Source: an optimization exercise on an open RTL-to-GDS flow (aim: small area). Production flows keep margins and buffers that such runs may drop.
The RTL was checked by simulation tests, not by an equivalence proof against the original design.
Power figures rest on the tool's default switching activity, not on a simulated workload.

### constraint.sdc
create_clock -name core_clock -period 8.0 [get_ports {clk}]
set_input_delay 1.6000 -clock core_clock [delete_from_list [all_inputs] [get_ports {clk}]]
set_output_delay 1.6000 -clock core_clock [all_outputs]
set_load 0.01 [all_outputs]
### config.mk
export PLATFORM = sky130hd
export DESIGN_NAME = risc16_top
export DESIGN_NICKNAME = risc16_top
export VERILOG_FILES = /design/flow/design.v
export SDC_FILE = /design/flow/constraint.sdc
export NUM_CORES = 4
export LEC_CHECK = 0
export CAP_MARGIN = 20
export CORE_MARGIN = 2
export CORE_UTILIZATION = 40
export SLEW_MARGIN = 20
### run.sh
#!/bin/bash
# synth_recipe.tcl (not shown) runs the flow's synth.tcl, then flattens the netlist and writes it again
# the make line also repeats each setting of config.mk as NAME=value (left out here)
make -C /OpenROAD-flow-scripts/flow DESIGN_CONFIG=/design/flow/config.mk WORK_HOME=/design/flow/orfs CLKGATE_MAP_FILE= SYNTH_SCRIPT=/design/flow/synth_recipe.tcl finish
### design.v
package isa_pkg;
    localparam int WORD_W   = 16;
    localparam int REG_AW   = 4;
    localparam int MEM_AW   = 8;
    localparam int IMM_W    = 8;
    localparam int NUM_REGS = 16;
    localparam int OPC_LSB = 12;
    localparam int RD_LSB  = 8;
    localparam int RP_LSB  = 4;
    localparam int RQ_LSB  = 0;
    typedef logic [WORD_W-1:0] word_t;      
    typedef logic [REG_AW-1:0] reg_addr_t;
    typedef logic [MEM_AW-1:0] mem_addr_t;  
    typedef logic [IMM_W-1:0]  imm_t;
    typedef enum logic [3:0] {
        ADD = 4'd0,  SUB = 4'd1,  AND = 4'd2,  OR  = 4'd3,
        XOR = 4'd4,  NOT = 4'd5,  SLA = 4'd6,  SRA = 4'd7,
        LI  = 4'd8,  LW  = 4'd9,  SW  = 4'd10, BIZ = 4'd11,
        BNZ = 4'd12, JAL = 4'd13, JMP = 4'd14, JR  = 4'd15
    } opcode_e;
    typedef enum logic [2:0] {
        ALU_ADD = 3'd0,
        ALU_SUB = 3'd1,
        ALU_AND = 3'd2,
        ALU_OR  = 3'd3,
        ALU_XOR = 3'd4,
        ALU_NOT = 3'd5,
        ALU_SLA = 3'd6,
        ALU_SRA = 3'd7
    } alu_op_e;
endpackage
package ctrl_pkg;
    typedef enum logic [1:0] {
        S_FETCH   = 2'd0,
        S_DECODE  = 2'd1,
        S_EXECUTE = 2'd2
    } state_e;
    typedef enum logic [1:0] {
        PC_HOLD = 2'd0,
        PC_INC  = 2'd1,
        PC_REL  = 2'd2,  
        PC_ABS  = 2'd3   
    } pc_op_e;
    typedef enum logic [1:0] {
        WB_ALU  = 2'd0,
        WB_MEM  = 2'd1,
        WB_IMM  = 2'd2,
        WB_LINK = 2'd3
    } wb_sel_e;
endpackage
module alu
(
    input  logic [3:0] op_i,
    input  logic       a_i,      
    input  logic       b_i,      
    input  logic       a_next_i, 
    input  logic       cin_i,
    input  logic       imm_bit_i,
    input  logic       mem_bit_i,
    input  logic       last_i,   
    input  logic       high_i,   
    output logic       y_o,
    output logic       cout_o
);
    logic sub;
    logic b;
    logic bx;
    logic sum;
    assign sub    = (op_i == isa_pkg::SUB);
    assign b      = (op_i == isa_pkg::SLA) ? a_i : ((op_i == isa_pkg::JAL) ? 1'b0 : b_i);
    assign bx     = b ^ sub;
    assign sum    = a_i ^ bx ^ cin_i;
    assign cout_o = (a_i & bx) | (a_i & cin_i) | (bx & cin_i);
    always_comb begin
        case (op_i)
            isa_pkg::ADD, isa_pkg::SUB, isa_pkg::SLA: y_o = sum;
            isa_pkg::AND: y_o = a_i & b;
            isa_pkg::OR:  y_o = a_i | b;
            isa_pkg::XOR: y_o = a_i ^ b;
            isa_pkg::NOT: y_o = ~a_i;
            isa_pkg::SRA: y_o = last_i ? 1'b0 : a_next_i;
            isa_pkg::LI:  y_o = imm_bit_i;
            isa_pkg::LW:  y_o = mem_bit_i;
            isa_pkg::JAL: y_o = high_i ? 1'b0 : sum;
            default:      y_o = 1'b0;
        endcase
    end
endmodule
module reg_file
(
    input  logic        clk,
    input  logic [15:0] we_i,     
    input  logic        wbit_i,
    input  logic [3:0]  p_addr_i,
    input  logic [3:0]  q_addr_i,
    output logic        p_bit_o,  
    output logic        q_bit_o   
);
    logic [15:0] tap1;
    logic [15:0] tap0;
    for (genvar k = 0; k < 16; k++) begin : g_reg
        logic [15:0] bits_q;
        always_ff @(posedge clk) begin
            bits_q <= {we_i[k] ? wbit_i : bits_q[0], bits_q[15:1]};
        end
        assign tap1[k] = bits_q[1];
        assign tap0[k] = bits_q[0];
    end
    assign p_bit_o = tap1[p_addr_i];
    assign q_bit_o = tap0[q_addr_i];
endmodule
module risc16_top
(
    input  logic      clk,
    input  logic      rst,
    input  logic [15:0] mem_rdata_i,
    output logic [7:0]  mem_addr_o,
    output logic [15:0] mem_wdata_o,
    output logic      mem_wr_o
);
    logic [3:0]  ph_q;
    logic        clr_q;
    logic [7:0]  pc_q;
    logic [15:0] ir_q;
    logic [15:0] t_q;      
    logic        pd_q;     
    logic        c_q;
    logic        s15_q;
    logic ph15;
    logic ph14;
    assign ph15 = (ph_q == 4'd15);
    assign ph14 = (ph_q == 4'd14);
    always_ff @(posedge clk or posedge rst) begin
        if (rst) begin
            ph_q  <= 4'd0;
            clr_q <= 1'b1;
        end else begin
            ph_q <= ph_q + 4'd1;
            if (ph15) clr_q <= 1'b0;
        end
    end
    always_ff @(posedge clk) begin
        if (ph15) ir_q <= mem_rdata_i;
    end
    logic [3:0] op;
    logic [3:0] rd;
    logic [3:0] rq;
    logic [7:0] imm;
    assign op  = ir_q[15:12];
    assign rd  = ir_q[11:8];
    assign rq  = ir_q[3:0];
    assign imm = ir_q[7:0];
    logic [11:0] src;
    logic [3:0]  src_op;
    logic [3:0]  p_addr;
    assign src    = ph15 ? mem_rdata_i[15:4] : ir_q[15:4];
    assign src_op = src[11:8];
    assign p_addr = (src_op == isa_pkg::SW || src_op == isa_pkg::BIZ || src_op == isa_pkg::BNZ)
                    ? src[7:4] : src[3:0];
    logic        p_bit;
    logic        q_bit;
    logic [15:0] we;
    logic        wbit;
    logic        y;
    logic        wen;
    reg_file u_reg_file (
        .clk      (clk),
        .we_i     (we),
        .wbit_i   (wbit),
        .p_addr_i (p_addr),
        .q_addr_i (rq),
        .p_bit_o  (p_bit),
        .q_bit_o  (q_bit)
    );
    always_ff @(posedge clk) begin
        pd_q  <= p_bit;
        t_q   <= {p_bit, t_q[15:1]};
        s15_q <= mem_rdata_i[15];
    end
    logic a;
    logic pc_bit;
    logic imm_bit;
    logic mem_bit;
    logic cin;
    logic cout;
    logic is_jal;
    assign is_jal  = (op == isa_pkg::JAL);
    assign pc_bit  = pc_q[ph_q[2:0]];
    assign a       = is_jal ? pc_bit : pd_q;
    assign imm_bit = ph_q[3] ? imm[7] : imm[ph_q[2:0]];
    assign mem_bit = ph15 ? s15_q : mem_rdata_i[ph_q];
    assign cin     = (ph_q == 4'd0) ? (op == isa_pkg::SUB || is_jal) : c_q;
    alu u_alu (
        .op_i      (op),
        .a_i       (a),
        .b_i       (q_bit),
        .a_next_i  (p_bit),
        .cin_i     (cin),
        .imm_bit_i (imm_bit),
        .mem_bit_i (mem_bit),
        .last_i    (ph15),
        .high_i    (ph_q[3]),
        .y_o       (y),
        .cout_o    (cout)
    );
    always_ff @(posedge clk) begin
        c_q <= cout;
    end
    assign wen  = (op <= isa_pkg::LW) || is_jal;
    assign wbit = y & ~clr_q;
    always_comb begin
        for (int k = 0; k < 16; k++) begin
            we[k] = clr_q || (wen && rd == 4'(k));
        end
    end
    logic       zero;
    logic       taken;
    logic       is_jr;
    logic [7:0] npc;
    assign zero  = (t_q == 16'h0000);
    assign taken = ~clr_q && ((op == isa_pkg::JMP) || is_jal ||
                              (op == isa_pkg::BIZ && zero) || (op == isa_pkg::BNZ && !zero));
    assign is_jr = ~clr_q && (op == isa_pkg::JR);
    assign npc   = is_jr ? t_q[7:0] : pc_q + (taken ? imm : 8'd1);
    always_ff @(posedge clk or posedge rst) begin
        if (rst) begin
            pc_q <= 8'hFF;
        end else if (ph15) begin
            pc_q <= npc;
        end
    end
    assign mem_addr_o  = ph15 ? npc : imm;
    assign mem_wdata_o = {p_bit, t_q[15:1]};
    assign mem_wr_o    = ph14 && (op == isa_pkg::SW) && ~clr_q;
endmodule
==> notes.md, run 1 <==
# TYPE chip_impl_metric gauge
chip_impl_metric{name="portBuffers",unit=""} 42
chip_impl_info{name="root_driver",value="clkbuf_16"} 1
chip_impl_metric{name="hold_viol",unit=""} 0
chip_impl_info{name="crit_path_start_kind",value="register"} 1
chip_impl_metric{name="slew_violations",unit=""} 0
chip_impl_metric{name="clock-skew-final",unit="ns"} 0.01838
chip_impl_metric{name="io_pins",unit=""} 43
chip_impl_info{name="setup.worst_path.end_class",value="output pin"} 1
chip_impl_metric{name="synth_nets",unit=""} 623
chip_impl_metric{name="post_synth_num_cell_types",unit=""} 59
chip_impl_metric{name="chipWidth",unit="um"} 150.4
chip_impl_metric{name="grt_use_total",unit=""} 0.1356
chip_impl_metric{name="path_clk_slew",unit="ns"} 0.07
chip_impl_metric{name="share_comb_of_total_power",unit=""} 0.008
chip_impl_metric{name="insertion_delay",unit="ns"} 0.54
chip_impl_metric{name="synthCells",unit=""} 591
chip_impl_metric{name="grt_pass1_wl",unit="um"} 23650
chip_impl_metric{name="synthToLayoutAreaGrowth",unit="%"} 16.72
chip_impl_info{name="setup_cp_type",value="reg -> out"} 1
chip_impl_metric{name="switching_share",unit=""} 0.1975
chip_impl_metric{name="wl",unit="um"} 14890
chip_impl_metric{name="internal_power",unit="mW"} 2.235
chip_impl_info{name="postSynth.topFlopCell",value="dfxtp_1"} 1
chip_impl_metric{name="antenna_cell_count",unit=""} 0
chip_impl_metric{name="synthArstFlopShare",unit=""} 0.04290
chip_impl_metric{name="sequential_area",unit="mm^2"} 0.006302
chip_impl_metric{name="detailroute.wirelength.met2",unit="um"} 6734
chip_impl_metric{name="grt_pass1_vias",unit=""} 4377
chip_impl_metric{name="clock-sinks",unit=""} 303
chip_impl_metric{name="cts.htree.levels",unit=""} 1
chip_impl_metric{name="num-fill-cells",unit=""} 1815
chip_impl_metric{name="synth_seq_cells",unit=""} 303
chip_impl_metric{name="period_minus_slack",unit="ns"} 6.630
chip_impl_info{name="cts_tree",value="done"} 1
chip_impl_metric{name="cp_max_fo",unit=""} 8
chip_impl_info{name="hold_path_class",value="reg -> reg"} 1
chip_impl_metric{name="routed_wire_length_per_instance",unit="um"} 16.06
chip_impl_metric{name="pwr-share-seq",unit=""} 0.548
chip_impl_info{name="cell_with_the_biggest_individual_delay_on_the_critical_path",value="a311oi_1"} 1
chip_impl_metric{name="dr_total_vias",unit=""} 4349
chip_impl_metric{name="max_slew_margin",unit=""} 0.3345
chip_impl_metric{name="drive_above_1_share",unit=""} 0.1365
chip_impl_metric{name="cp_slowest_stage_delay",unit="ns"} 0.78
chip_impl_metric{name="pin_count_of_the_biggest_net_entering_global_routing",unit=""} 32
chip_impl_metric{name="timing_worst_slew_pin_value",unit="ns"} 0.9915
chip_impl_metric{name="clock_power_share",unit=""} 0.444
chip_impl_info{name="critPathTopFamily",value="compound AO/OA/AOI/OAI gates"} 1
chip_impl_metric{name="drtIter0Drc",unit=""} 194
chip_impl_metric{name="setup_tns",unit="ns"} 0
chip_impl_metric{name="grt_antenna_before_repair",unit=""} 0
chip_impl_metric{name="multi_input_comb_area",unit="mm^2"} 0.002002
chip_impl_info{name="status",value="timing/DRC/antenna clean"} 1
chip_impl_metric{name="fp.coreArea",unit="mm^2"} 0.02102
chip_impl_metric{name="quantity_of_hold_fixing_buffers_added_after_cts",unit=""} 0
chip_impl_metric{name="detail_route.drc_violations",unit=""} 0
chip_impl_metric{name="hpwlAfterDp",unit="um"} 10070
chip_impl_metric{name="synth_enable_flop_cells",unit=""} 16
chip_impl_info{name="cp_cell_sequence",value="nor4_1 -> nand4_1 -> or3b_1 -> a311oi_1 -> nand2_1 -> inv_1 -> ha_1 -> a21o_1 -> a21oi_1 -> o21bai_1 -> a21oi_1 -> o21ai_0 -> xnor3_1 -> o21a_1 -> a21o_1 -> clkdlybuf4s50_1"} 1
chip_impl_metric{name="wirelength_met1",unit="um"} 6886
chip_impl_info{name="rsz0062_at_grt",value="false"} 1
chip_impl_metric{name="dpl-instance-area",unit="mm^2"} 0.009140
chip_impl_metric{name="power.ir.vdd_worst",unit="mV"} 0.1886
chip_impl_metric{name="regToRegSetupSlack",unit="ns"} 3.64
chip_impl_metric{name="cap_viol_max_count",unit=""} 0
chip_impl_metric{name="final_core_util",unit=""} 0.4762
chip_impl_metric{name="chipHeight",unit="um"} 150.4
chip_impl_metric{name="synth_warnings",unit=""} 3
chip_impl_metric{name="post_cts.repair.setup_buffers",unit=""} 0
chip_impl_metric{name="fin_crit_sh",unit=""} 0.8288
chip_impl_metric{name="mappedNetlistArea",unit="mm^2"} 0.008576
chip_impl_metric{name="routabilityCongestion",unit=""} 0.8721
chip_impl_metric{name="reported_leakage_power",unit="nW"} 3.912
chip_impl_metric{name="router_iterations_before_antenna_repair",unit=""} 4
chip_impl_metric{name="cts.repair.resized",unit=""} 0
chip_impl_metric{name="fmaxAchievable",unit="MHz"} 150.8
chip_impl_metric{name="worst_path_bufs_invs",unit=""} 2
chip_impl_metric{name="finalSetupViolations",unit=""} 0
chip_impl_metric{name="final_design_area_no_fill",unit="mm^2"} 0.01001
chip_impl_metric{name="detailroute.wirelength.met3",unit="um"} 818
chip_impl_metric{name="required",unit="ns"} 6.40
chip_impl_metric{name="synth-seq-area-share",unit=""} 0.7349
chip_impl_metric{name="synth.avg_cell_area",unit="um^2"} 14.51
chip_impl_metric{name="cp.arrival",unit="ns"} 5.03
chip_impl_metric{name="antenna_left",unit=""} 0
chip_impl_metric{name="cts-buffers-inserted",unit=""} 27
chip_impl_metric{name="powerDensity",unit="mW/mm^2"} 278.2
chip_impl_metric{name="viasPerCell",unit=""} 4.691
chip_impl_metric{name="die-area",unit="mm^2"} 0.02263
chip_impl_metric{name="grt-ovfl-total",unit=""} 0
chip_impl_metric{name="clock_tree.buffer_depth",unit=""} 3
chip_impl_metric{name="final_nets",unit=""} 663
chip_impl_info{name="maxUsedRoutingLayer",value="met4"} 1
chip_impl_metric{name="initial_core_util",unit=""} 0.4080
chip_impl_metric{name="rows",unit=""} 53
chip_impl_metric{name="switching_power",unit="mW"} 0.5499
==> path summary, 6_finish.rpt <==
check	startpoint	to	cells past startpoint
max	t_q[10]	mem_addr_o[7]	16
min	u_reg_file.g_reg[10].bits_q[4]	u_reg_file.g_reg[10].bits_q[3]	0
max reg2reg	ph_q[0]	u_reg_file.g_reg[12].bits_q[15]	11
min reg2reg	u_reg_file.g_reg[10].bits_q[4]	u_reg_file.g_reg[10].bits_q[3]	0
max in group asynchronous	rst	ph_q[1]	2
min in group asynchronous	rst	ph_q[0]	2
==> routing by layer <==
metal / track usage / vias to the layer above
met5: 0 / -
met4: 0.05189 / 0
met3: 0.03152 / 35
met2: 0.2168 / 111
met1: 0.1794 / 2094
li1: - / 2109
==> state kept, by name (all words and copies together), names as in the netlist <==
signal / cells
ir_q: 16
c_q: 1
ph_q: 4
s15_q: 1
pc_q: 8
t_q: 16
clr_q: 1
u_reg_file.g.bits_q: 256
==> cell usage in the layout (no fill, tap or decap), types with 9 or more instances in the layout <==
cell type and n:
dfxtp_1 274, clkdlybuf4s50_1 42, clkbuf_16 28, nand2_1 24, nor2_1 18, mux2i_1 18
o211ai_1 17, a21oi_1 16, edfxtp_1 16, inv_1 15, mux4_2 15, ha_1 12
nor2b_1 10, o21a_1 10, o21ai_2 10, clkinv_2 10, dfstp_2 9
==> cells in the mapped netlist (all sizes together) (7+ instances only) <==
cell	number	area, um^2
nand3	7	47.55
o21a	10	75.07
buf	22	170.2
dfxtp	274	5485
nor2b	11	76.32
edfxtp	16	480.5
mux4	15	337.8
o21ai	26	167.7
mux2i	19	202.7
inv	16	60.05
o211ai	17	127.6
nor2	18	67.56
ha	12	150.1
nand2	24	90.09
clkbuf	10	37.54
a21oi	16	80.08
dfstp	9	236.5
==> worst reg2reg max path: stages, from the launching register on <==
cell and delay, ns:
dfrtp_1 0.80, ha_1 0.36, nand3_4 0.23, inv_1 0.31
buf_4 0.40, a2111o_1 0.20, nand4_4 0.25, mux2i_1 0.22
mux4_2 0.51, mux2i_4 0.25, a31oi_4 0.31, o41ai_2 0.41
==> power groups by stage <==
stage | clock network, mW | logic (mW) | registers [mW]
finish | 1.24 | 0.0214 | 1.53
detailed placement | 0 | 0.0219 | 1.56
global route | 1.33 | 0.0231 | 1.53
global placement | 0 | 0.0219 | 1.56
floorplan | 0 | 0.00737 | 1.56
CTS | 1.28 | 0.0220 | 1.53
==> stage by stage <==
| stage | instances | hold WS (ns) | total power [mW] | setup slack [ns] |
|---|---|---|---|---|
| 3_5_place_dp | 877 | 0.3121 | 1.582 | 1.887 |
| 4_1_cts | 927 | 0.3123 | 2.830 | 1.285 |
| 5_1_grt | 927 | 0.3230 | 2.882 | 0.9897 |
| 3_3_place_gp | 877 | 0.3100 | 1.582 | 1.950 |
| 6_report | 927 | 0.3107 | 2.785 | 1.370 |
| 2_1_floorplan | 591 | 0.3096 | 1.567 | 3.129 |
==> cell type report <==
class,instances,area share
Clock buffer,35,0.07462
Clock inverter,15,0.01225
Inverter,17,0.006375
Multi-Input combinational cell,239,0.2000
Sequential cell,303,0.6296
Tap cell,275,0.03437
Timing Repair Buffer,43,0.04275
==> cell families (layout without fill, tap and decap cells) <==
family	after synthesis	after routing	synth area share
adder cells (fa/ha/maj)	14	14	0.02218
AO/OA/AOI/OAI	93	93	0.07850
AND/OR/NAND/NOR	87	87	0.05603
buffers and inverters	49	110	0.03166
multiplexers	37	37	0.06697
XOR/XNOR	8	8	0.009775
flip-flops	303	303	0.7349
==> run 2: changes to the inputs <==
--- a/config.mk
+++ b/config.mk
@@ -9,3 +9,5 @@
 export CORE_MARGIN = 2
 export CORE_UTILIZATION = 40
+export CTS_BUF_LIST = sky130_fd_sc_hd__clkbuf_8
+export CTS_CLUSTER_SIZE = 30
 export SLEW_MARGIN = 20
==> run 2 against run 1 <==
Still clean on timing, DRC and antenna; via count is 2.7% higher; final cell count is 3.0% higher; die area stayed put; hold slack worse by 0.010 ns; sequential power hardly changed; largest cell class unchanged; largest power group unchanged.
==> notes.md, run 2 <==
# TYPE chip_impl_metric gauge
chip_impl_info{name="status",value="timing/DRC/antenna clean"} 1
chip_impl_info{name="rsz0062_at_grt",value="false"} 1
chip_impl_metric{name="path_clk_slew",unit="ns"} 0.06
chip_impl_metric{name="grt-ovfl-total",unit=""} 0
chip_impl_metric{name="synth_seq_cells",unit=""} 303
chip_impl_metric{name="cts.repair.resized",unit=""} 0
chip_impl_metric{name="insertion_delay",unit="ns"} 0.56
chip_impl_metric{name="num-fill-cells",unit=""} 1823
chip_impl_info{name="layout.cells.most_common",value="dfxtp_1"} 1
chip_impl_metric{name="grt_use_total",unit=""} 0.1401
chip_impl_info{name="post-synth-top-area-cell",value="dfxtp_1"} 1
chip_impl_metric{name="cp_max_fo",unit=""} 8
chip_impl_info{name="root_driver",value="clkbuf_8"} 1
chip_impl_metric{name="die-area",unit="mm^2"} 0.02263
chip_impl_metric{name="timing_worst_slew_pin_value",unit="ns"} 0.9723
chip_impl_info{name="crit_path_start_kind",value="register"} 1
chip_impl_metric{name="synthArstFlopShare",unit=""} 0.04290
chip_impl_metric{name="routabilityCongestion",unit=""} 0.8721
chip_impl_info{name="synth_commonest_cells",value="dfxtp_1, nand2_1, mux2i_1, nor2_1"} 1
chip_impl_metric{name="grt_pass1_wl",unit="um"} 24270
chip_impl_metric{name="antenna_left",unit=""} 0
chip_impl_metric{name="initial_core_util",unit=""} 0.4080
chip_impl_metric{name="synthCells",unit=""} 591
chip_impl_metric{name="fin_hold_ws",unit="ns"} 0.3004
chip_impl_metric{name="synthToLayoutAreaGrowth",unit="%"} 17.11
chip_impl_metric{name="reported_leakage_power",unit="nW"} 4.000
chip_impl_metric{name="powerDensity",unit="mW/mm^2"} 275.3
chip_impl_metric{name="grt_pass1_vias",unit=""} 4604
chip_impl_metric{name="synth_enable_flop_cells",unit=""} 16
chip_impl_metric{name="detail_route.drc_violations",unit=""} 0
chip_impl_metric{name="power_total",unit="mW"} 2.764
chip_impl_metric{name="clock-skew-final",unit="ns"} 0.03265
chip_impl_metric{name="wl",unit="um"} 15140
chip_impl_metric{name="portBuffers",unit=""} 42
chip_impl_metric{name="grt_antenna_before_repair",unit=""} 0
chip_impl_metric{name="pin_count_of_the_biggest_net_entering_global_routing",unit=""} 32
chip_impl_metric{name="largest_register_ffs",unit=""} 256
chip_impl_metric{name="dr_total_vias",unit=""} 4465
chip_impl_info{name="postSynth.topFlopCell",value="dfxtp_1"} 1
chip_impl_metric{name="hold_viol",unit=""} 0
chip_impl_metric{name="mappedNetlistArea",unit="mm^2"} 0.008576
chip_impl_metric{name="max_slew_margin",unit=""} 0.3474
chip_impl_metric{name="antenna_cell_count",unit=""} 0
chip_impl_metric{name="viasPerCell",unit=""} 4.675
chip_impl_metric{name="post_synth_num_cell_types",unit=""} 59
chip_impl_metric{name="synth-seq-area-share",unit=""} 0.7349
chip_impl_metric{name="synth_nets",unit=""} 623
chip_impl_metric{name="synth_compound_gate_area_share",unit=""} 0.07849
chip_impl_metric{name="cap_viol_max_count",unit=""} 0
chip_impl_metric{name="post_cts.repair.setup_buffers",unit=""} 0
chip_impl_info{name="hold_path_class",value="reg -> reg"} 1
chip_impl_info{name="synth_top_family_by_area",value="compound AO/OA/AOI/OAI gates"} 1
chip_impl_info{name="cts_tree",value="done"} 1
chip_impl_metric{name="required",unit="ns"} 6.40
chip_impl_metric{name="drtIter0Drc",unit=""} 204
chip_impl_metric{name="power.ir.vdd_worst",unit="mV"} 0.1872
chip_impl_info{name="most_used_cells_in_the_layout_excluding_fill_and_tap_cells",value="dfxtp_1, clkbuf_8, clkdlybuf4s50_1, inv_1, nand2_1"} 1
chip_impl_metric{name="rows",unit=""} 53
chip_impl_metric{name="hpwlAfterDp",unit="um"} 10070
chip_impl_info{name="synth_area_leaders",value="dfxtp_1, edfxtp_1, mux4_2"} 1
chip_impl_metric{name="synth_warnings",unit=""} 3
chip_impl_info{name="yosysMostFrequentCell",value="dfxtp_1"} 1
chip_impl_metric{name="setup_tns",unit="ns"} 0
chip_impl_metric{name="io_pins",unit=""} 43
chip_impl_metric{name="chipHeight",unit="um"} 150.4
chip_impl_metric{name="synth.avg_cell_area",unit="um^2"} 14.51
chip_impl_metric{name="chipWidth",unit="um"} 150.4
chip_impl_metric{name="fp.coreArea",unit="mm^2"} 0.02102
chip_impl_metric{name="final_nets",unit=""} 680
chip_impl_metric{name="slew_violations",unit=""} 0
chip_impl_metric{name="yosys.area_share.adder",unit=""} 0.02218
chip_impl_metric{name="post_synth_xor_area_fraction",unit=""} 0.009775
chip_impl_metric{name="netlist.area_leader.share",unit=""} 0.6396
chip_impl_metric{name="drive_above_1_share",unit=""} 0.1544
chip_impl_info{name="setup_cp_type",value="reg -> out"} 1
chip_impl_metric{name="finalSetupViolations",unit=""} 0
chip_impl_metric{name="cts.htree.levels",unit=""} 2
chip_impl_info{name="top_regs",value="u_reg_file.g.bits_q x256, ir_q x16, t_q x16"} 1
chip_impl_metric{name="cts-buffers-inserted",unit=""} 44
chip_impl_info{name="setup.worst_path.end_class",value="output pin"} 1
chip_impl_metric{name="clock_tree.buffer_depth",unit=""} 3
chip_impl_metric{name="quantity_of_hold_fixing_buffers_added_after_cts",unit=""} 0
chip_impl_metric{name="yosys-mux-area-fraction",unit=""} 0.06697
chip_impl_metric{name="period_minus_slack",unit="ns"} 6.630
chip_impl_info{name="max_flop_register",value="u_reg_file.g.bits_q"} 1
chip_impl_metric{name="fmaxAchievable",unit="MHz"} 150.8
chip_impl_metric{name="cp.arrival",unit="ns"} 5.03
chip_impl_metric{name="router_iterations_before_antenna_repair",unit=""} 4
chip_impl_metric{name="fin_crit_sh",unit=""} 0.8288
chip_impl_metric{name="synth-simple-area-share",unit=""} 0.05603
chip_impl_metric{name="final_design_area_no_fill",unit="mm^2"} 0.01004
chip_impl_metric{name="routed_wire_length_per_instance",unit="um"} 15.85
chip_impl_metric{name="clock-sinks",unit=""} 303
chip_impl_metric{name="dpl-instance-area",unit="mm^2"} 0.009140
-- run 2: cell counts after synthesis --
No cell type changed its count.
-- run 2: kinds of logic after synthesis --
| family | after synthesis |
|---|---|
| DFF | 303 |
| AOI/OAI and AO/OA | 93 |
| and+or+nand+nor | 87 |
| buffers and inverters | 49 |
| muxes | 37 |
| adders and majority gates | 14 |
| xor gates and xnor gates | 8 |
-- run 2: worst paths after layout --
kind,to,slack [ns],from,depth (start not counted)
max in group asynchronous,pc_q[3],6.15,rst,2
min in group asynchronous,ph_q[0],1.45,rst,2
min,u_reg_file.g_reg[6].bits_q[1],0.30,u_reg_file.g_reg[6].bits_q[2],0
max reg2reg,u_reg_file.g_reg[12].bits_q[15],3.61,ph_q[0],11
min reg2reg,u_reg_file.g_reg[6].bits_q[1],0.30,u_reg_file.g_reg[6].bits_q[2],0
max,mem_addr_o[7],1.37,t_q[10],16
-- run 2: routing by layer --
layer	vias to the layer above	track usage	part of all wire
met5	-	0	0
met1	2156	0.1799	0.46
li1	2151	-	-
met3	37	0.03848	0.056
met4	0	0.06509	0.024
met2	121	0.2205	0.46
-- run 2: final cells by class --
type | instances | area, um^2 | share of cell area
Tap cell | 275 | 344.1 | 0.03426
Sequential cell | 303 | 6302 | 0.6275
Clock buffer | 53 | 729.5 | 0.07263
Inverter | 17 | 63.81 | 0.006354
Clock inverter | 25 | 173.9 | 0.01732
Timing Repair Buffer | 43 | 427.9 | 0.04261
Multi-Input combinational cell | 239 | 2002 | 0.1993
-- run 2: report_power, final --
part           total, mW  internal [mW]  switching, mW
logic             0.0216         0.0119        0.00972
clock network       1.22          0.669          0.547
registers           1.53           1.53        0.00106
total               2.76           2.21          0.557
-- run 2: critical path, cell delays in order (launching register included) --
cell	delay, ns
dfxtp_1	0.32
nor4_1	0.37
nand4_1	0.22
or3b_1	0.39
a311oi_1	0.77
nand2_1	0.22
inv_1	0.10
ha_1	0.22
a21o_1	0.18
a21oi_1	0.22
o21bai_1	0.10
a21oi_1	0.22
o21ai_0	0.13
xnor3_1	0.19
o21a_1	0.19
a21o_1	0.16
clkdlybuf4s50_1	0.47
-- run 2: per-stage QoR --
| step | worst slack (ns) | utilization | std cells |
|---|---|---|---|
| after detailed placement | 1.887 | 0.4348 | 877 |
| after CTS | 1.265 | 0.4778 | 955 |
| after global placement | 1.950 | 0.4348 | 877 |
| final | 1.370 | 0.4778 | 955 |
| after global routing | 0.9814 | 0.4778 | 955 |
| after floorplan | 3.129 | - | 591 |
==> run 3: changes to the inputs <==
--- a/config.mk
+++ b/config.mk
@@ -9,5 +9,5 @@
 export CORE_MARGIN = 2
 export CORE_UTILIZATION = 40
-export CTS_BUF_LIST = sky130_fd_sc_hd__clkbuf_8
-export CTS_CLUSTER_SIZE = 30
+export CTS_CLUSTER_DIAMETER = 150
+export CTS_CLUSTER_SIZE = 24
 export SLEW_MARGIN = 20
==> run 3 against run 2 <==
Maximum frequency increased by 0.71%; critical endpoint unchanged; core utilization decreased by 2.2 points; via count decreased by 4.5%; final cell count decreased by 5.9%; area after synthesis unchanged.
==> notes.md, run 3 <==
# TYPE chip_impl_metric gauge
chip_impl_info{name="status",value="timing/DRC/antenna clean"} 1
chip_impl_metric{name="fp.coreArea",unit="mm^2"} 0.02102
chip_impl_metric{name="num-fill-cells",unit=""} 1857
chip_impl_metric{name="synth_enable_flop_cells",unit=""} 16
chip_impl_metric{name="period_minus_slack",unit="ns"} 6.583
chip_impl_metric{name="io_pins",unit=""} 43
chip_impl_metric{name="synth.avg_cell_area",unit="um^2"} 14.51
chip_impl_metric{name="largest_register_ffs",unit=""} 256
chip_impl_metric{name="finalSetupViolations",unit=""} 0
chip_impl_metric{name="router_iterations_before_antenna_repair",unit=""} 4
chip_impl_metric{name="cts-buffers-inserted",unit=""} 16
chip_impl_metric{name="cts.htree.levels",unit=""} 1
chip_impl_metric{name="grt_antenna_before_repair",unit=""} 0
chip_impl_info{name="root_driver",value="clkbuf_16"} 1
chip_impl_metric{name="quantity_of_hold_fixing_buffers_added_after_cts",unit=""} 0
chip_impl_metric{name="synthToLayoutAreaGrowth",unit="%"} 11.74
chip_impl_info{name="hold_path_class",value="reg -> reg"} 1
chip_impl_metric{name="drtIter0Drc",unit=""} 197
chip_impl_metric{name="clock_tree.buffer_depth",unit=""} 3
chip_impl_metric{name="antenna_cell_count",unit=""} 0
chip_impl_metric{name="initial_core_util",unit=""} 0.4080
chip_impl_metric{name="pin_count_of_the_biggest_net_entering_global_routing",unit=""} 32
chip_impl_metric{name="synthCells",unit=""} 591
chip_impl_metric{name="cts.repair.resized",unit=""} 0
chip_impl_metric{name="grt_pass1_wl",unit="um"} 23290
chip_impl_metric{name="synth_seq_cells",unit=""} 303
chip_impl_info{name="cts_tree",value="done"} 1
chip_impl_info{name="post-synth-top-area-cell",value="dfxtp_1"} 1
chip_impl_metric{name="viasPerCell",unit=""} 4.741
chip_impl_info{name="setup.worst_path.end_class",value="output pin"} 1
chip_impl_metric{name="chipHeight",unit="um"} 150.4
chip_impl_info{name="crit_path_start_kind",value="register"} 1
chip_impl_metric{name="multi_input_comb_area",unit="mm^2"} 0.002002
chip_impl_info{name="synth_commonest_cells",value="dfxtp_1, nand2_1, mux2i_1, nor2_1"} 1
chip_impl_metric{name="setup_tns",unit="ns"} 0
chip_impl_info{name="postSynth.topFlopCell",value="dfxtp_1"} 1
chip_impl_metric{name="dr_total_vias",unit=""} 4262
chip_impl_metric{name="portBuffers",unit=""} 42
chip_impl_metric{name="routabilityCongestion",unit=""} 0.8721
chip_impl_metric{name="slew_violations",unit=""} 0
chip_impl_metric{name="insertion_delay",unit="ns"} 0.50
chip_impl_metric{name="sequential_area",unit="mm^2"} 0.006302
chip_impl_metric{name="synthArstFlopShare",unit=""} 0.04290
chip_impl_metric{name="cp.arrival",unit="ns"} 4.98
chip_impl_metric{name="required",unit="ns"} 6.40
chip_impl_info{name="rsz0062_at_grt",value="false"} 1
chip_impl_info{name="most_used_cells_in_the_layout_excluding_fill_and_tap_cells",value="dfxtp_1, clkdlybuf4s50_1, nand2_1, nor2_1, mux2i_1"} 1
chip_impl_metric{name="path_clk_slew",unit="ns"} 0.10
chip_impl_metric{name="dpl-instance-area",unit="mm^2"} 0.009140
chip_impl_metric{name="final_nets",unit=""} 652
chip_impl_metric{name="powerDensity",unit="mW/mm^2"} 247.0
chip_impl_metric{name="grt_pass1_vias",unit=""} 4294
chip_impl_metric{name="drive_above_1_share",unit=""} 0.09936
chip_impl_metric{name="post_synth_num_cell_types",unit=""} 59
chip_impl_info{name="max_flop_register",value="u_reg_file.g.bits_q"} 1
chip_impl_metric{name="layout.cells.non_filler",unit=""} 899
chip_impl_metric{name="routed_wire_length_per_instance",unit="um"} 16.32
chip_impl_metric{name="detail_route.drc_violations",unit=""} 0
chip_impl_metric{name="max_slew_margin",unit=""} 0.3523
chip_impl_metric{name="fin_crit_sh",unit=""} 0.8229
chip_impl_metric{name="post_cts.repair.setup_buffers",unit=""} 0
chip_impl_info{name="layout.cells.most_common",value="dfxtp_1"} 1
chip_impl_metric{name="synth_warnings",unit=""} 3
chip_impl_metric{name="grt-ovfl-total",unit=""} 0
chip_impl_metric{name="timing_worst_slew_pin_value",unit="ns"} 0.9649
chip_impl_metric{name="antenna_left",unit=""} 0
chip_impl_metric{name="reported_leakage_power",unit="nW"} 3.698
chip_impl_info{name="synth_area_leaders",value="dfxtp_1, edfxtp_1, mux4_2"} 1
chip_impl_metric{name="synth-seq-area-share",unit=""} 0.7349
chip_impl_metric{name="cap_viol_max_count",unit=""} 0
chip_impl_metric{name="clock-skew-final",unit="ns"} 0.01429
chip_impl_info{name="setup_cp_type",value="reg -> out"} 1
chip_impl_metric{name="die-area",unit="mm^2"} 0.02263
chip_impl_metric{name="synth_nets",unit=""} 623
chip_impl_metric{name="power.ir.vdd_worst",unit="mV"} 0.1838
chip_impl_metric{name="hpwlAfterDp",unit="um"} 10070
chip_impl_info{name="yosysMostFrequentCell",value="dfxtp_1"} 1
chip_impl_metric{name="hold_viol",unit=""} 0
chip_impl_metric{name="cp_max_fo",unit=""} 8
chip_impl_metric{name="chipWidth",unit="um"} 150.4
chip_impl_metric{name="post-place-cells",unit=""} 877
chip_impl_info{name="top_regs",value="u_reg_file.g.bits_q x256, ir_q x16, t_q x16"} 1
chip_impl_metric{name="grt_use_total",unit=""} 0.1332
chip_impl_metric{name="mappedNetlistArea",unit="mm^2"} 0.008576
chip_impl_metric{name="clock-sinks",unit=""} 303
chip_impl_metric{name="wl",unit="um"} 14670
chip_impl_metric{name="netlist.area_leader.share",unit=""} 0.6396
chip_impl_metric{name="final_design_area_no_fill",unit="mm^2"} 0.009583
chip_impl_metric{name="rows",unit=""} 53
chip_impl_metric{name="fmaxAchievable",unit="MHz"} 151.9
[run 3: cell counts after synthesis]
No cell type changed its count.
[run 3: final timing paths]
| check | startpoint | to | slack (ns) | cells past startpoint |
|---|---|---|---|---|
| setup / recovery | t_q[10] | mem_addr_o[7] | 1.42 | 16 |
| hold reg to reg | u_reg_file.g_reg[13].bits_q[2] | u_reg_file.g_reg[13].bits_q[1] | 0.32 | 0 |
| max in group asynchronous | rst | pc_q[3] | 6.12 | 2 |
| hold / removal | u_reg_file.g_reg[13].bits_q[2] | u_reg_file.g_reg[13].bits_q[1] | 0.32 | 0 |
| min in group asynchronous | rst | ph_q[2] | 1.50 | 2 |
| setup reg to reg | ph_q[0] | u_reg_file.g_reg[12].bits_q[15] | 3.63 | 11 |
[run 3: final cells by class]
| class | count | share of cell area |
|---|---|---|
| Tap cell | 275 | 0.03591 |
| Timing Repair Buffer | 43 | 0.04465 |
| Inverter | 17 | 0.006659 |
| Clock inverter | 2 | 0.002872 |
| Clock buffer | 20 | 0.04335 |
| Sequential cell | 303 | 0.6577 |
| Multi-Input combinational cell | 239 | 0.2089 |
[run 3: power by group]
group | switching [mW] | total [mW] | internal, mW | leakage [nW]
Clock | 0.446 | 0.821 | 0.375 | 0.215
Sequential | 0.00108 | 1.52 | 1.52 | 2.53
Combinational | 0.00959 | 0.0215 | 0.0119 | 0.957
[run 3: worst max-delay path: stages, from the launching register on]
cell,delay (ns)
dfxtp_1,0.34
nor4_1,0.37
nand4_1,0.22
or3b_1,0.39
a311oi_1,0.76
nand2_1,0.22
inv_1,0.10
ha_1,0.22
a21o_1,0.18
a21oi_1,0.22
o21bai_1,0.10
a21oi_1,0.22
o21ai_0,0.13
xnor3_1,0.19
o21a_1,0.19
a21o_1,0.16
clkdlybuf4s50_1,0.47
[run 3: through the flow]
stage          worst slack (ns)  hold slack (ns)  power [mW]  utilization
3_5_place_dp              1.887           0.3121       1.582       0.4348
6_report                  1.417           0.3165       2.367       0.4559
5_1_grt                   1.010           0.3316       2.452       0.4559
3_3_place_gp              1.950           0.3100       1.582       0.4348
4_1_cts                   1.320           0.3254       2.398       0.4559
2_1_floorplan             3.129           0.3096       1.567            -
[run 3: layer usage]
layer,GRT usage,share of wire
met5,0,0
met4,0.03915,0.026
met3,0.02394,0.044
met2,0.2220,0.46
met1,0.1778,0.47
[run 3: cell families (layout without fill, tap and decap cells)]
group	count (synthesis)	in the layout	share of synthesized area
flops	303	303	0.7349
simple gates	87	87	0.05603
buf+inv	49	82	0.03166
xor+xnor	8	8	0.009775
compound gates	93	93	0.07850
fa+ha+maj	14	14	0.02218
mux	37	37	0.06697
==> run 4: changes to the inputs <==
--- a/config.mk
+++ b/config.mk
@@ -8,6 +8,6 @@
 export CAP_MARGIN = 20
 export CORE_MARGIN = 2
-export CORE_UTILIZATION = 40
+export CORE_UTILIZATION = 65
 export CTS_CLUSTER_DIAMETER = 150
-export CTS_CLUSTER_SIZE = 24
+export CTS_CLUSTER_SIZE = 28
 export SLEW_MARGIN = 20
==> run 4 against run 3 <==
Still clean; clock skew grew 0.0045 ns; clock power is 4.9% lower; register-to-register slack improved by 0.17 ns; area after synthesis is the same; highest routed layer unchanged.
==> notes.md, run 4 <==
# TYPE chip_impl_metric gauge
chip_impl_info{name="status",value="timing/DRC/antenna clean"} 1
chip_impl_metric{name="max_slew_margin",unit=""} 0.4406
chip_impl_metric{name="sequential_area",unit="mm^2"} 0.006302
chip_impl_metric{name="drtIter0Drc",unit=""} 282
chip_impl_metric{name="initial_core_util",unit=""} 0.6714
chip_impl_metric{name="regToRegSetupSlack",unit="ns"} 3.80
chip_impl_metric{name="yosys-mux-area-fraction",unit=""} 0.06697
chip_impl_metric{name="cts.htree.levels",unit=""} 1
chip_impl_info{name="synth_commonest_cells",value="dfxtp_1, nand2_1, mux2i_1, nor2_1"} 1
chip_impl_info{name="cts_tree",value="done"} 1
chip_impl_metric{name="finalSetupViolations",unit=""} 0
chip_impl_metric{name="final_design_area_no_fill",unit="mm^2"} 0.009415
chip_impl_info{name="setup.worst_path.end_class",value="output pin"} 1
chip_impl_metric{name="synthCells",unit=""} 591
chip_impl_metric{name="fmaxAchievable",unit="MHz"} 159.4
chip_impl_metric{name="grt_use_total",unit=""} 0.2157
chip_impl_metric{name="final_core_util",unit=""} 0.7371
chip_impl_metric{name="portBuffers",unit=""} 42
chip_impl_metric{name="antenna_left",unit=""} 0
chip_impl_metric{name="chipWidth",unit="um"} 118.9
chip_impl_metric{name="routed_wire_length_per_instance",unit="um"} 18.75
chip_impl_metric{name="io_pins",unit=""} 43
chip_impl_metric{name="dpl-instance-area",unit="mm^2"} 0.009011
chip_impl_metric{name="grt_pass1_vias",unit=""} 4306
chip_impl_metric{name="netlist.area_leader.share",unit=""} 0.6396
chip_impl_metric{name="post-place-cells",unit=""} 774
chip_impl_metric{name="quantity_of_hold_fixing_buffers_added_after_cts",unit=""} 0
chip_impl_metric{name="power_total",unit="mW"} 2.328
chip_impl_metric{name="multi_input_comb_area",unit="mm^2"} 0.002008
chip_impl_metric{name="fin_crit_sh",unit=""} 0.7842
chip_impl_metric{name="power.ir.vdd_worst",unit="mV"} 0.2464
chip_impl_metric{name="clock_tree.buffer_depth",unit=""} 3
chip_impl_metric{name="hpwlAfterDp",unit="um"} 9841
chip_impl_info{name="most_used_cells_in_the_layout_excluding_fill_and_tap_cells",value="dfxtp_1, clkdlybuf4s50_1, nand2_1, nor2_1, mux2i_1"} 1
chip_impl_metric{name="largest_register_ffs",unit=""} 256
chip_impl_metric{name="synth_compound_gate_area_share",unit=""} 0.07849
chip_impl_metric{name="fp.coreArea",unit="mm^2"} 0.01277
chip_impl_metric{name="chipHeight",unit="um"} 118.9
chip_impl_metric{name="synth-seq-area-share",unit=""} 0.7349
chip_impl_info{name="cp_cell_sequence",value="nor4_1 -> nand4_1 -> or3b_1 -> a311oi_2 -> nand2_1 -> inv_1 -> ha_1 -> a21o_1 -> a21oi_1 -> o21bai_1 -> a21oi_1 -> o21ai_0 -> xnor3_1 -> o21a_1 -> a21o_1 -> clkdlybuf4s50_1"} 1
chip_impl_metric{name="cts-buffers-inserted",unit=""} 14
chip_impl_info{name="hold_path_class",value="reg -> reg"} 1
chip_impl_metric{name="detail_route.drc_violations",unit=""} 0
chip_impl_metric{name="insertion_delay",unit="ns"} 0.48
chip_impl_info{name="rsz0062_at_grt",value="false"} 1
chip_impl_metric{name="router_iterations_before_antenna_repair",unit=""} 4
chip_impl_metric{name="cap_viol_max_count",unit=""} 0
chip_impl_info{name="max_flop_register",value="u_reg_file.g.bits_q"} 1
chip_impl_metric{name="wl",unit="um"} 14890
chip_impl_metric{name="synth.avg_cell_area",unit="um^2"} 14.51
chip_impl_metric{name="period_minus_slack",unit="ns"} 6.274
chip_impl_metric{name="grt_pass1_wl",unit="um"} 23630
chip_impl_metric{name="grt_antenna_before_repair",unit=""} 0
chip_impl_info{name="layout.cells.most_common",value="dfxtp_1"} 1
chip_impl_metric{name="final_nets",unit=""} 650
chip_impl_metric{name="fin_hold_ws",unit="ns"} 0.3197
chip_impl_metric{name="pin_count_of_the_biggest_net_entering_global_routing",unit=""} 38
chip_impl_metric{name="synth_seq_cells",unit=""} 303
chip_impl_metric{name="required",unit="ns"} 6.40
chip_impl_metric{name="synthArstFlopShare",unit=""} 0.04290
chip_impl_metric{name="cp.arrival",unit="ns"} 4.67
chip_impl_metric{name="drive_above_1_share",unit=""} 0.09807
chip_impl_metric{name="setup_tns",unit="ns"} 0
chip_impl_metric{name="grt-ovfl-total",unit=""} 0
chip_impl_metric{name="hold_viol",unit=""} 0
chip_impl_metric{name="num-fill-cells",unit=""} 755
chip_impl_metric{name="rows",unit=""} 41
chip_impl_metric{name="yosys.area_share.adder",unit=""} 0.02218
chip_impl_metric{name="powerDensity",unit="mW/mm^2"} 247.2
chip_impl_info{name="cell_with_the_biggest_individual_delay_on_the_critical_path",value="a311oi_2"} 1
chip_impl_metric{name="cp_slowest_stage_delay",unit="ns"} 0.56
chip_impl_metric{name="pre_cts_slack",unit="ns"} 1.902
chip_impl_info{name="yosysMostFrequentCell",value="dfxtp_1"} 1
chip_impl_info{name="critPathTopFamily",value="compound AO/OA/AOI/OAI gates"} 1
chip_impl_metric{name="worst_slack",unit="ns"} 1.726
chip_impl_metric{name="mappedNetlistArea",unit="mm^2"} 0.008576
chip_impl_metric{name="cp_max_fo",unit=""} 8
chip_impl_info{name="top_regs",value="u_reg_file.g.bits_q x256, ir_q x16, t_q x16"} 1
chip_impl_info{name="setup_cp_type",value="reg -> out"} 1
chip_impl_metric{name="synth-simple-area-share",unit=""} 0.05603
chip_impl_metric{name="viasPerCell",unit=""} 5.408
chip_impl_info{name="synth_area_leaders",value="dfxtp_1, edfxtp_1, mux4_2"} 1
chip_impl_info{name="postSynth.topFlopCell",value="dfxtp_1"} 1
chip_impl_metric{name="clock-skew-final",unit="ns"} 0.01883
chip_impl_metric{name="clock-sinks",unit=""} 303
chip_impl_metric{name="post_synth_xor_area_fraction",unit=""} 0.009775
chip_impl_metric{name="post_cts.repair.setup_buffers",unit=""} 0
chip_impl_metric{name="synth_nets",unit=""} 623
chip_impl_metric{name="routabilityCongestion",unit=""} 0.8295
chip_impl_info{name="crit_path_start_kind",value="register"} 1
chip_impl_metric{name="reported_leakage_power",unit="nW"} 3.674
chip_impl_metric{name="cts.repair.resized",unit=""} 0
chip_impl_metric{name="synth_enable_flop_cells",unit=""} 16
chip_impl_metric{name="worst_path_bufs_invs",unit=""} 2
chip_impl_metric{name="path_clk_slew",unit="ns"} 0.11
chip_impl_metric{name="timing_worst_slew_pin_value",unit="ns"} 0.8360
chip_impl_metric{name="synthToLayoutAreaGrowth",unit="%"} 9.790
chip_impl_info{name="root_driver",value="clkbuf_16"} 1
chip_impl_metric{name="antenna_cell_count",unit=""} 0
chip_impl_metric{name="dr_total_vias",unit=""} 4294
chip_impl_info{name="post-synth-top-area-cell",value="dfxtp_1"} 1
chip_impl_info{name="synth_top_family_by_area",value="compound AO/OA/AOI/OAI gates"} 1
chip_impl_metric{name="synth_warnings",unit=""} 3
chip_impl_metric{name="slew_violations",unit=""} 0
chip_impl_metric{name="layout.cells.non_filler",unit=""} 794
chip_impl_metric{name="die-area",unit="mm^2"} 0.01413
chip_impl_metric{name="post_synth_num_cell_types",unit=""} 59
==> run 4: worst paths after layout <==
path                                                start                              end  cells after the start
min                        u_reg_file.g_reg[0].bits_q[10]    u_reg_file.g_reg[0].bits_q[9]                      0
min reg2reg                u_reg_file.g_reg[0].bits_q[10]    u_reg_file.g_reg[0].bits_q[9]                      0
max                                               t_q[10]                    mem_addr_o[7]                     16
max in group asynchronous                             rst                            clr_q                      2
min in group asynchronous                             rst                          ph_q[3]                      2
max reg2reg                                       ph_q[0]  u_reg_file.g_reg[12].bits_q[15]                     11
==> run 4: logic make-up (layout without fill, tap and decap cells) <==
kind of cell             Yosys count  in the layout
AO/OA/AOI/OAI                     93             93
XOR/XNOR                           8              8
buffers and inverters             49             80
multiplexers                      37             37
AND/OR/NAND/NOR                   87             87
flip-flops                       303            303
adder cells (fa/ha/maj)           14             14
==> run 4: report_power, final <==
part	internal, mW	switching (mW)
logic	0.0118	0.00909
registers	1.52	0.00126
clock network	0.347	0.435
total	1.88	0.445
==> run 4: worst reg2reg max path, stage by stage (launching register included) <==
cell and delay [ns]:
dfrtp_1 0.80, ha_1 0.37, nand3_4 0.22, inv_1 0.12
buf_4 0.39, o2111ai_1 0.27, nand4_4 0.26, mux2i_1 0.16
mux4_2 0.51, mux2i_4 0.26, a31oi_4 0.32, o41ai_2 0.41
==> run 4: final cells by class <==
cell class,count,share of cell area
flip-flops and latches,303,0.6694
multi-input cells,239,0.2133
repair buffers,43,0.04545
clock buffers,19,0.04146
well taps,172,0.02286
inverters,17,0.006777
clock inverters,1,0.0007973
==> run 4: per-layer routing <==
metal | GRT usage | up-vias | routed length, um | share of wire
met5 | 0 | - | 0 | 0
met4 | 0.04315 | 0 | 213 | 0.014
met3 | 0.03209 | 20 | 605 | 0.041
met2 | 0.3703 | 109 | 7337 | 0.49
met1 | 0.2951 | 2097 | 6735 | 0.45
li1 | - | 2068 | - | -
==> run 5: changes to the inputs <==
--- a/config.mk
+++ b/config.mk
@@ -8,6 +8,6 @@
 export CAP_MARGIN = 20
 export CORE_MARGIN = 2
-export CORE_UTILIZATION = 65
-export CTS_CLUSTER_DIAMETER = 150
-export CTS_CLUSTER_SIZE = 28
+export CORE_UTILIZATION = 60
+export CTS_BUF_LIST = sky130_fd_sc_hd__clkbuf_4
+export CTS_CLUSTER_SIZE = 20
 export SLEW_MARGIN = 20
==> run 5 against run 4 <==
Via count up 6.8%; critical path type unchanged; setup slack better by 0.030 ns; clock-buffer cell count up 92; final area up 6.5%; sequential share of layout area down 4.1 points; core utilization down 1.7 points; clock skew up 0.019 ns; synthesized cell count unchanged.
==> notes.md, run 5 <==
# TYPE chip_impl_metric gauge
chip_impl_info{name="status",value="timing/DRC/antenna clean"} 1
chip_impl_metric{name="synth_enable_flop_cells",unit=""} 16
chip_impl_metric{name="routabilityCongestion",unit=""} 0.8361
chip_impl_metric{name="chipWidth",unit="um"} 123.6
chip_impl_metric{name="rows",unit=""} 43
chip_impl_metric{name="max_slew_margin",unit=""} 0.3967
chip_impl_metric{name="synthToLayoutAreaGrowth",unit="%"} 16.94
chip_impl_metric{name="timing.reg2reg.worst_path_depth",unit=""} 11
chip_impl_metric{name="grt-ovfl-total",unit=""} 0
chip_impl_metric{name="cp.arrival",unit="ns"} 4.64
chip_impl_metric{name="grt_use_met2",unit=""} 0.3372
chip_impl_metric{name="chipHeight",unit="um"} 123.6
chip_impl_metric{name="final_nets",unit=""} 708
chip_impl_metric{name="regToRegSetupSlack",unit="ns"} 3.74
chip_impl_metric{name="fp.coreArea",unit="mm^2"} 0.01393
chip_impl_metric{name="synth-seq-area-share",unit=""} 0.7349
chip_impl_metric{name="clock_tree.buffer_depth",unit=""} 3
chip_impl_metric{name="gr-usage-met1",unit=""} 0.2628
chip_impl_metric{name="antenna_left",unit=""} 0
chip_impl_metric{name="post_synth_num_cell_types",unit=""} 59
chip_impl_metric{name="path_clk_slew",unit="ns"} 0.08
chip_impl_metric{name="pre_cts_slack",unit="ns"} 1.978
chip_impl_metric{name="die-area",unit="mm^2"} 0.01526
chip_impl_info{name="max_flop_register",value="u_reg_file.g.bits_q"} 1
chip_impl_metric{name="switching_share",unit=""} 0.1964
chip_impl_info{name="cts_tree",value="done"} 1
chip_impl_metric{name="pwr-share-seq",unit=""} 0.534
chip_impl_metric{name="reported_leakage_power",unit="nW"} 4.075
chip_impl_metric{name="clock-sinks",unit=""} 303
chip_impl_metric{name="grt_pass1_wl",unit="um"} 23630
chip_impl_info{name="rsz0062_at_grt",value="false"} 1
chip_impl_metric{name="power.ir.vdd_worst",unit="mV"} 0.2777
chip_impl_info{name="root_driver",value="clkbuf_4"} 1
chip_impl_info{name="setup.worst_path.end_class",value="output pin"} 1
chip_impl_info{name="crit_path_start_kind",value="register"} 1
chip_impl_metric{name="synth_seq_cells",unit=""} 303
chip_impl_info{name="rr_startpoint",value="ir_q[0]"} 1
chip_impl_metric{name="synthCells",unit=""} 591
chip_impl_info{name="gr-max-usage-layer",value="met2"} 1
chip_impl_metric{name="powerDensity",unit="mW/mm^2"} 285.1
chip_impl_metric{name="clock-skew-final",unit="ns"} 0.03743
chip_impl_info{name="crit-reg2reg-capture",value="u_reg_file.g_reg[12].bits_q[15]"} 1
chip_impl_metric{name="routed_wire_length_per_instance",unit="um"} 16.49
chip_impl_metric{name="cp_max_fo",unit=""} 15
chip_impl_info{name="most_used_cells_in_the_layout_excluding_fill_and_tap_cells",value="dfxtp_1, clkbuf_4, clkdlybuf4s50_1, nand2_1"} 1
chip_impl_metric{name="synth_warnings",unit=""} 3
chip_impl_metric{name="grt_pass1_vias",unit=""} 4649
chip_impl_metric{name="drive_above_1_share",unit=""} 0.2256
chip_impl_metric{name="cts-buffers-inserted",unit=""} 71
chip_impl_metric{name="global_route.usage.met3",unit=""} 0.06827
chip_impl_info{name="hold_path_class",value="reg -> reg"} 1
chip_impl_info{name="synth_commonest_cells",value="dfxtp_1, nand2_1, mux2i_1, nor2_1"} 1
chip_impl_info{name="setup_cp_type",value="reg -> out"} 1
chip_impl_metric{name="cap_viol_max_count",unit=""} 0
chip_impl_metric{name="hpwlAfterDp",unit="um"} 9779
chip_impl_metric{name="synthArstFlopShare",unit=""} 0.04290
chip_impl_info{name="synth_area_leaders",value="dfxtp_1, edfxtp_1, mux4_2"} 1
chip_impl_metric{name="fin_hold_ws",unit="ns"} 0.3148
chip_impl_info{name="post-synth-top-area-cell",value="dfxtp_1"} 1
chip_impl_metric{name="cts.htree.levels",unit=""} 3
chip_impl_metric{name="synth.avg_cell_area",unit="um^2"} 14.51
chip_impl_metric{name="io_pins",unit=""} 43
chip_impl_metric{name="portBuffers",unit=""} 42
chip_impl_metric{name="synth_nets",unit=""} 623
chip_impl_metric{name="grt_antenna_before_repair",unit=""} 1
chip_impl_metric{name="clock_power_share",unit=""} 0.459
chip_impl_metric{name="hold_path_depth",unit=""} 0
chip_impl_metric{name="setup_tns",unit="ns"} 0
chip_impl_metric{name="fmaxAchievable",unit="MHz"} 160.2
chip_impl_metric{name="slew_violations",unit=""} 0
chip_impl_metric{name="quantity_of_hold_fixing_buffers_added_after_cts",unit=""} 0
chip_impl_metric{name="drtIter0Drc",unit=""} 229
chip_impl_info{name="top_regs",value="u_reg_file.g.bits_q x256, ir_q x16, t_q x16"} 1
chip_impl_info{name="whs_endpoint",value="u_reg_file.g_reg[1].bits_q[13]"} 1
chip_impl_metric{name="share_comb_of_total_power",unit=""} 0.007
chip_impl_metric{name="initial_core_util",unit=""} 0.6154
chip_impl_metric{name="pin_count_of_the_biggest_net_entering_global_routing",unit=""} 27
chip_impl_metric{name="worst_slack",unit="ns"} 1.757
chip_impl_metric{name="cts.repair.resized",unit=""} 0
chip_impl_metric{name="netlist.area_leader.share",unit=""} 0.6396
chip_impl_metric{name="internal_power",unit="mW"} 2.298
chip_impl_metric{name="timing_worst_slew_pin_value",unit="ns"} 0.9017
chip_impl_metric{name="detail_route.drc_violations",unit=""} 0
chip_impl_info{name="layout.cells.most_common",value="dfxtp_1"} 1
chip_impl_metric{name="period_minus_slack",unit="ns"} 6.243
chip_impl_metric{name="switching_power",unit="mW"} 0.5615
chip_impl_metric{name="wl",unit="um"} 14970
chip_impl_metric{name="finalSetupViolations",unit=""} 0
chip_impl_metric{name="viasPerCell",unit=""} 5.048
chip_impl_metric{name="router_iterations_before_antenna_repair",unit=""} 4
chip_impl_metric{name="fin_crit_sh",unit=""} 0.7804
chip_impl_info{name="postSynth.topFlopCell",value="dfxtp_1"} 1
chip_impl_metric{name="dr_total_vias",unit=""} 4584
chip_impl_info{name="yosysMostFrequentCell",value="dfxtp_1"} 1
chip_impl_metric{name="final_design_area_no_fill",unit="mm^2"} 0.01003
chip_impl_metric{name="hold_viol",unit=""} 0
chip_impl_metric{name="post_cts.repair.setup_buffers",unit=""} 0
chip_impl_metric{name="dpl-instance-area",unit="mm^2"} 0.009029
chip_impl_metric{name="mappedNetlistArea",unit="mm^2"} 0.008576
chip_impl_metric{name="largest_register_ffs",unit=""} 256
chip_impl_metric{name="grt_use_total",unit=""} 0.2116
chip_impl_metric{name="insertion_delay",unit="ns"} 0.65
chip_impl_info{name="timing.hold.worst.start",value="u_reg_file.g_reg[1].bits_q[14]"} 1
chip_impl_metric{name="required",unit="ns"} 6.40
[run 5: changes by cell type in the layout (fill, tap and decap cells not counted), moves of 4 or more]
cell	previous run	this run
bufinv_16	0	4
clkbuf_1	4	0
clkbuf_4	0	111
clkinv_1	1	6
clkbuf_16	15	0
[run 5: worst max-delay path, stage by stage, from the launching register on]
cell and delay [ns]:
edfxtp_1 0.64, nor2b_4 0.29, or3b_1 0.36, a311oi_1 0.25, buf_4 0.22, nand2_1 0.10
inv_1 0.09, ha_1 0.22, a21o_1 0.17, a21oi_1 0.21, o21bai_1 0.09, a21oi_1 0.21
o21ai_0 0.14, xnor3_1 0.20, o21a_1 0.19, a21o_1 0.16, clkdlybuf4s50_1 0.48
[run 5: how the worst max path moves through the flow]
stage	from	end	slack [ns]	cells after the start
global route	t_q[1]	mem_addr_o[7]	1.34	17
detailed placement	mem_rdata_i[14]	mem_wdata_o[15]	1.98	8
finish	ir_q[13]	mem_addr_o[7]	1.76	16
global placement	mem_rdata_i[14]	mem_wdata_o[15]	2.05	8
CTS	t_q[1]	mem_addr_o[7]	1.67	17
floorplan	t_q[3]	mem_addr_o[7]	3.13	15
[run 5: cells by family after synthesis]
group,synth area share
flip-flops,0.7349
AO/OA/AOI/OAI,0.07850
AND/OR/NAND/NOR,0.05603
buffers and inverters,0.03166
multiplexers,0.06697
adder cells (fa/ha/maj),0.02218
XOR/XNOR,0.009775
[run 5: cell type report]
type | instances | area (um^2)
multi-input combinational | 239 | 2002
tap | 180 | 225.2
antenna | 1 | 2.502
inverter | 17 | 63.81
clock buffer | 111 | 833.3
timing repair buffer | 44 | 435.4
fill | 934 | 3906
sequential | 303 | 6302
clock inverter | 13 | 163.9
[run 5: stage by stage]
| stage | power [mW] | cells | utilization |
|---|---|---|---|
| floorplan | 1.567 | 591 | - |
| global placement | 1.580 | 783 | 0.6479 |
| detailed placement | 1.581 | 783 | 0.6479 |
| CTS | 2.905 | 907 | 0.7195 |
| global route | 2.978 | 908 | 0.7197 |
| finish | 2.859 | 908 | 0.7197 |
[run 5: per-layer routing]
metal	part of all wire	vias up
li1	-	2244
met1	0.43	2176
met2	0.49	134
met3	0.061	30
met4	0.023	0
met5	0	-
[run 5: power by group through the flow]
stage | sequential (mW) | combinational, mW | clock, mW
floorplan | 1.56 | 0.00737 | 0
global placement | 1.56 | 0.0204 | 0
detailed placement | 1.56 | 0.0208 | 0
CTS | 1.53 | 0.0208 | 1.36
global route | 1.53 | 0.0223 | 1.43
finish | 1.53 | 0.0206 | 1.31

==> what the ideal ports hide <==
No port has a modelled driver above. Below, the same layouts with a new extraction and two added sets of constraints.
Step 1 (the two cells are an assumption about what drives the block):
set clk [get_ports {clk}]
set_driving_cell -lib_cell sky130_fd_sc_hd__clkbuf_16 $clk
set_driving_cell -lib_cell sky130_fd_sc_hd__buf_2 [delete_from_list [all_inputs] $clk]
Step 2 moves the port delays by t, midway between the first and last clock arrival at a register: inputs arrive t later, outputs are due t later. That takes back most of the time a late clock gives input paths.
a / b / c = no drivers / after step 1 / after step 2; a / b = the first two.
| run | t (ns) | slack for setup (ns) | worst slew at a driven data input, ns |
|---|---|---|---|
| run 1 | 0.577 | 1.370 / 1.326 / 1.879 | 0.04 |
| run 2 | 0.577 | 1.370 / 1.332 / 1.860 | 0.04 |
| run 3 | 0.529 | 1.417 / 1.375 / 1.862 | 0.04 |
| run 4 | 0.514 | 1.726 / 1.687 / 1.893 | 0.04 |
| run 5 | 0.669 | 1.757 / 1.720 / 1.939 | 0.05 |
After both steps every run listed still meets setup and hold.
